What follows belongs to an exercise in optimizing a design on an open flow for small area, a short achievable clock period and few clock cycles; a production flow would make more cautious choices.
Where RTL was checked, it was by simulation tests only, not by an equivalence proof against the original.
The clock input has no modelled driver; a real chip could not lean on it and would need a root buffer or a full tree.
No activity file was given, so power comes from the tool's default toggle rates.

Design ooo_core, start of the top module:
module ooo_core
(
	input  logic                   clk,
	input  logic                   rst_n,
	input  logic                   issue,
	input  logic [3:0]             op,
	input  logic [$clog2(8)-1:0]  rs1,
	input  logic [$clog2(8)-1:0]  rs2,
	input  logic [$clog2(8)-1:0]  rd,
	input  logic [16-1:0] imm,
	output logic                   dispatch_stall,
	output logic                   commit_valid,
	output logic [$clog2(8)-1:0]  commit_rd,
	output logic [16-1:0] commit_data
);
	localparam int NR = 8;
	localparam int RW = $clog2(8);
	localparam int DW = 16;
	logic [DW-1:0]          regs [NR];
	logic [NR-1:0]          written;
	logic                   ex_valid;
	logic [RW-1:0]          ex_rd;
	logic [NR-1:0]          ex_sel1;    
	logic [RW-1:0]          ex_rs1;     
	logic [DW-1:0]          ex_b;       
	logic                   ex_sub;     
	logic                   ex_bimm;    
	logic                   ex_arith;   
	logic                   ex_gsel;    
	logic                   ex_psel;    
	logic [NR-1:0]          we;         
	logic [NR-1:0]          wr_next;    
	logic                   use_rs1;
	logic                   use_imm;
	logic [NR-1:0]          hit1;
	logic [NR-1:0]          hit2;
	logic [DW-1:0]          src_a;
	logic [DW-1:0]          src_b;
	logic [DW-1:0]          ex_result;
	assign dispatch_stall = 1'b0;
	always_comb
	begin
		for (int k = 0; k < NR; k++)
			we[k] = ex_valid & (ex_rd == RW'(k));
		wr_next = written | we;
		use_rs1 = ~(op[2] & op[1]);             
		use_imm = op[2] & (op[1] | op[0]);      
		for (int k = 0; k < NR; k++)
		begin
			hit1[k] = (rs1 == RW'(k)) & use_rs1;
			hit2[k] = (rs2 == RW'(k));
		end
	end
	always_ff @(posedge clk)
	begin
		ex_valid <= rst_n & issue;
		ex_rd    <= rd;
		ex_sel1  <= hit1;
		ex_rs1   <= use_rs1 ? rs1 : '0;
		ex_b[DW-1:NR+RW]  <= imm[DW-1:NR+RW];
		ex_b[NR+RW-1:0]   <= use_imm ? imm[NR+RW-1:0] : {rs2, hit2};
		ex_sub   <= (op == 4'd1);
		ex_bimm  <= use_imm;
  ...
Settings: LEC_CHECK=0, CAP_MARGIN=20, CORE_MARGIN=2, CORE_UTILIZATION=40, PLACE_DENSITY=0.6, SLEW_MARGIN=20; clock period 14.0 ns.
standard.sh (not shown) runs the stock make flow with config.mk's settings and CLKGATE_MAP_FILE= SYNTH_SCRIPT=/design/flow/synth_recipe.tcl, a recipe that flattens the netlist after the stock synthesis.
==> flow/flow/run.sh <==
#!/bin/bash
# The standard layout (standard.sh runs the standard flow's own ORFS make), with the
# resizer asked to repair setup timing to a margin beyond the clock period,
# so that it sizes the critical paths, and the ports buffered with a small
# buffer that the resizer upsizes where timing needs it.
set -euo pipefail
bash standard.sh SETUP_SLACK_MARGIN=10.3 'BUFFER_PORTS_ARGS=-buffer_cell sky130_fd_sc_hd__buf_1' 'CTS_ARGS=-sink_clustering_enable -repair_clock_nets -dont_use_dummy_load -root_buf sky130_fd_sc_hd__clkbuf_16 -buf_list {sky130_fd_sc_hd__clkbuf_8 sky130_fd_sc_hd__clkbuf_16}' finish > orfs_make.log 2>&1
==> next run, changes <==
==> flow/flow/run.sh (replaced) <==
#!/bin/bash
# The standard layout (standard.sh runs the standard flow's own ORFS make), with the
# resizer asked to repair setup timing to a margin beyond the clock period,
# so that it sizes the critical paths, and the ports buffered with a small
# buffer that the resizer upsizes where timing needs it.
set -euo pipefail
bash standard.sh SETUP_SLACK_MARGIN=10.3 'BUFFER_PORTS_ARGS=-buffer_cell sky130_fd_sc_hd__buf_1' 'CTS_ARGS=-sink_clustering_enable -repair_clock_nets -dont_use_dummy_load -root_buf sky130_fd_sc_hd__clkbuf_16 -buf_list sky130_fd_sc_hd__clkbuf_8 -sink_clustering_size 12 -sink_clustering_max_diameter 50' finish > orfs_make.log 2>&1
Cell count does not change.
Worst hold slack barely changes.
Utilization went down by 0.92 points.
Die area stays the same.
Non-clock buffer count is unchanged.
Total power went down by roughly a tenth.
Area after synthesis does not change.
Routed wire length went down slightly.
Setup slack improved by 0.015 ns.
Design area went down by a few percent.
==> next run, changes <==
- CORE_UTILIZATION: 40 -> 70
- PLACE_DENSITY: 0.6 -> 0.8
The changed run ran to the end with no violations.
Clock power shrinks by about 2%.
Design area shrinks by about 1.6%.
Die area shrinks by about 40%.
Synthesized area stays the same.
Setup slack loses 0.016 ns.
Sequential share of layout area grows by 0.64 points.
Routed wire length hardly moves.
Sequential power barely changes.
Function was not checked in any run of this note: the RTL went through the layout flow alone.


## job 734
Another version of the RTL of ooo_core (not shown whole).
For scale: ~180 flip-flops, ~53 I/O pins.
clock: 14.0 ns
lec_check: 0
cap_margin: 20
core_margin: 2
core_utilization: 70
place_density: 0.8
slew_margin: 20
==> flow/flow/run.sh <==
#!/bin/bash
# The standard layout (standard.sh runs the standard flow's own ORFS make) with these
# changes:
# - the resizer repairs setup timing to a margin beyond the clock period, so
#   that it sizes the critical paths;
# - the ports are buffered with a small buffer, which the resizer upsizes
#   where timing needs it;
# - after CTS, flow/post_cts.tcl rebuilds the clock tree as a balanced
#   two-level tree: the clock port feeds 4 buffers, each feeding 3 leaf
#   buffers among the flip-flops they clock.
# Each ORFS step writes its own log under orfs/logs; make's output goes to
# orfs_make.log here.
set -euo pipefail
bash standard.sh SETUP_SLACK_MARGIN=10.42 \
  'BUFFER_PORTS_ARGS=-buffer_cell sky130_fd_sc_hd__buf_1' \
  'CTS_ARGS=-sink_clustering_enable -repair_clock_nets -dont_use_dummy_load -root_buf sky130_fd_sc_hd__clkbuf_16 -buf_list sky130_fd_sc_hd__clkbuf_8 -sink_clustering_size 12 -sink_clustering_max_diameter 50' \
  "POST_CTS_TCL=$PWD/flow/post_cts.tcl" \
  finish > orfs_make.log 2>&1
==> flow/flow/post_cts.tcl <==
# Runs at the end of ORFS's CTS step (POST_CTS_TCL): replaces the clock tree
# that clock_tree_synthesis built with a shallower one of the same kind for
# every flip-flop, then legalizes the placement of the new buffers.
source [file join [file dirname [info script]] clock_tree.tcl]
manual_clock_tree 4 3 sky130_fd_sc_hd__clkbuf_8 sky130_fd_sc_hd__clkbuf_8
detailed_placement
check_placement -verbose
Other scripts of this flow, unchanged in this note and not shown: flow/flow/clock_tree.tcl
Testbench counts of job 734, summed over its fixed seeds: cycles 24,016.
Inputs modified between job 734 and job 7643:
- PLACE_DENSITY now 0.88, was 0.8
- CORE_UTILIZATION now 78, was 70
==> comparison <==
- Job 7643 ended with every stage complete and zero timing, DRC or antenna violations.
- Job 734 | stages: all done | timing, DRC, antenna: all pass
- Going from job 734 to job 7643, fill cell instance count of the final layout dropped 292; share of synthesized area occupied by flip-flops and latches now sits at about the same level.
- Final worst-path cycle share essentially unchanged between job 7643 and job 734.
- The higher first-pass GRT wire length came out of job 7643.
- Fraction of final layout cells sized beyond drive strength 1: job 7643 > job 734
Inputs modified between job 7643 and job 9133:
- CORE_UTILIZATION now 70, was 78
- PLACE_DENSITY now 0.8, was 0.88
diff --git a/flow/flow/run.sh b/flow/flow/run.sh
--- a/flow/flow/run.sh
+++ b/flow/flow/run.sh
@@ -8,5 +8,6 @@
 # - after CTS, flow/post_cts.tcl rebuilds the clock tree as a balanced
 #   two-level tree: the clock port feeds 4 buffers, each feeding 3 leaf
-#   buffers among the flip-flops they clock.
+#   buffers among the flip-flops they clock; the CTS step repairs setup
+#   timing only after that (in flow/post_cts.tcl).
 # Each ORFS step writes its own log under orfs/logs; make's output goes to
 # orfs_make.log here.
@@ -15,4 +16,4 @@
   'BUFFER_PORTS_ARGS=-buffer_cell sky130_fd_sc_hd__buf_1' \
   'CTS_ARGS=-sink_clustering_enable -repair_clock_nets -dont_use_dummy_load -root_buf sky130_fd_sc_hd__clkbuf_16 -buf_list sky130_fd_sc_hd__clkbuf_8 -sink_clustering_size 12 -sink_clustering_max_diameter 50' \
-  "POST_CTS_TCL=$PWD/flow/post_cts.tcl" \
+  "POST_CTS_TCL=$PWD/flow/post_cts.tcl" SKIP_CTS_REPAIR_TIMING=1 \
   finish > orfs_make.log 2>&1
==> flow/flow/post_cts.tcl <==
# Runs at the end of ORFS's CTS step (POST_CTS_TCL): replaces the clock tree
# that clock_tree_synthesis built with a shallower one of the same kind for
# every flip-flop, legalizes the placement of the new buffers, and then does
# the CTS step's setup repair (skipped in cts.tcl with SKIP_CTS_REPAIR_TIMING)
# against this tree.
source [file join [file dirname [info script]] clock_tree.tcl]
manual_clock_tree 4 3 sky130_fd_sc_hd__clkbuf_8 sky130_fd_sc_hd__clkbuf_8
detailed_placement
estimate_parasitics -placement
repair_timing_helper
detailed_placement
check_placement -verbose
==> comparison <==
- On post-layout worst setup margin: between job 7643 and job 9133, it ends up higher for job 7643.
- Route | job 9133 vs job 7643 | wire shorter in job 9133
- Number of iterations in the first detailed-routing pass on job 9133 is down relative to job 7643.
- Job 9133: PASS, flow complete, no timing, DRC or antenna violations
- [job 9133 vs job 7643] final weighted congestion in routability-driven placement: lower in job 9133
#### Input delta (job 7570 over job 9133)
- swapping 0.8 for 0.7 in PLACE_DENSITY
- swapping 70 for 60 in CORE_UTILIZATION
diff --git a/flow/flow/run.sh b/flow/flow/run.sh
--- a/flow/flow/run.sh
+++ b/flow/flow/run.sh
@@ -8,6 +8,5 @@
 # - after CTS, flow/post_cts.tcl rebuilds the clock tree as a balanced
 #   two-level tree: the clock port feeds 4 buffers, each feeding 3 leaf
-#   buffers among the flip-flops they clock; the CTS step repairs setup
-#   timing only after that (in flow/post_cts.tcl).
+#   buffers among the flip-flops they clock.
 # Each ORFS step writes its own log under orfs/logs; make's output goes to
 # orfs_make.log here.
@@ -16,4 +15,4 @@
   'BUFFER_PORTS_ARGS=-buffer_cell sky130_fd_sc_hd__buf_1' \
   'CTS_ARGS=-sink_clustering_enable -repair_clock_nets -dont_use_dummy_load -root_buf sky130_fd_sc_hd__clkbuf_16 -buf_list sky130_fd_sc_hd__clkbuf_8 -sink_clustering_size 12 -sink_clustering_max_diameter 50' \
-  "POST_CTS_TCL=$PWD/flow/post_cts.tcl" SKIP_CTS_REPAIR_TIMING=1 \
+  "POST_CTS_TCL=$PWD/flow/post_cts.tcl" \
   finish > orfs_make.log 2>&1
==> flow/flow/post_cts.tcl <==
# Runs at the end of ORFS's CTS step (POST_CTS_TCL): replaces the clock tree
# that clock_tree_synthesis built with a shallower one of the same kind for
# every flip-flop, then legalizes the placement of the new buffers.
source [file join [file dirname [info script]] clock_tree.tcl]
manual_clock_tree 4 3 sky130_fd_sc_hd__clkbuf_8 sky130_fd_sc_hd__clkbuf_8
detailed_placement
check_placement -verbose
[summary]
- Synthesis-to-finish area growth in job 7570 is 0.70 points above job 9133.
- Compared with job 9133, in job 7570 final cycle utilization of the critical path about even; aggregate routed wire length about even; global-route met2 utilization fell 6.2 points.
diff inputs: job 7570 => job 4484
- swapping 60 for 70 in CORE_UTILIZATION
- swapping 0.7 for 0.8 in PLACE_DENSITY
diff --git a/flow/flow/run.sh b/flow/flow/run.sh
--- a/flow/flow/run.sh
+++ b/flow/flow/run.sh
@@ -12,5 +12,5 @@
 # orfs_make.log here.
 set -euo pipefail
-bash standard.sh SETUP_SLACK_MARGIN=10.42 \
+bash standard.sh SETUP_SLACK_MARGIN=10.5 \
   'BUFFER_PORTS_ARGS=-buffer_cell sky130_fd_sc_hd__buf_1' \
   'CTS_ARGS=-sink_clustering_enable -repair_clock_nets -dont_use_dummy_load -root_buf sky130_fd_sc_hd__clkbuf_16 -buf_list sky130_fd_sc_hd__clkbuf_8 -sink_clustering_size 12 -sink_clustering_max_diameter 50' \
- On core area, job 4484 does better than job 7570.
- Looking at job 7570 and job 4484, the power attributed to sequential cells is a wash.
- The tap cell count number comes out higher for job 7570 vs job 4484.
- Between job 7570 and job 4484, the register share of the cell area does not differ in any meaningful way.
- Comparing job 7570 with job 4484, the sequential cell fraction of total power came out essentially unchanged.
- On global-route wire length before repair, job 7570 and job 4484 are basically level.
- Final cell area: job 4484 above job 7570
- Utilization: job 4484 > job 7570
- Job 4484 — setup slack 5.5 ps lower, job 7570 as reference
- On worst hold slack, job 7570 and job 4484 are basically level.
- Note that the chip width recorded for job 4484 amounts to 0.928 times the value seen in job 7570.
In every run of this note, the design's own scripts or RTL, not TritonCTS, make the clock network.

re-timing with driven ports:
No port has a modelled driver above. Below, the same layouts with a new extraction and two added sets of constraints. Step 1 assumes that a clkbuf_16 drives the clock port and a buf_2 every other input. Step 2 adds t to the input delays and takes it off the output delays; t is the mean of the earliest and latest rising clock arrival at the registers after step 1. Input paths then give back, and output paths get back, about the clock's delay inside the block. Slacks: no drivers / after step 1 / after step 2; pairs: no drivers / after step 1.
| run | t (ns) | setup slack, ns | worst setup path at the end | latest minus earliest clock arrival (ns) |
|---|---|---|---|---|
| the first run of note 1 | 0.475 | 10.329 / 10.281 / 10.020 | input to register | 0.020 / 0.020 |
| the second run of note 1 | 0.429 | 10.344 / 10.297 / 10.055 | input to register | 0.034 / 0.034 |
| the third run of note 1 | 0.420 | 10.328 / 10.287 / 9.999 | input to register | 0.031 / 0.031 |
| job 734 | 0.359 | 10.449 / 10.379 / 10.233 | input to register | 0.017 / 0.017 |
| job 7643 | 0.358 | 10.439 / 10.367 / 10.216 | input to register | 0.029 / 0.029 |
| job 9133 | 0.357 | 10.436 / 10.368 / 10.268 | input to register | 0.014 / 0.013 |
| job 7570 | 0.366 | 10.454 / 10.380 / 10.154 | input to register | 0.026 / 0.026 |
| job 4484 | 0.359 | 10.448 / 10.378 / 10.226 | input to register | 0.018 / 0.018 |
After both steps setup and hold are still met in every run listed. The setup slack of the third run of note 1, which loses most, moves by -0.041 ns with the drivers and by -0.329 ns with both steps.
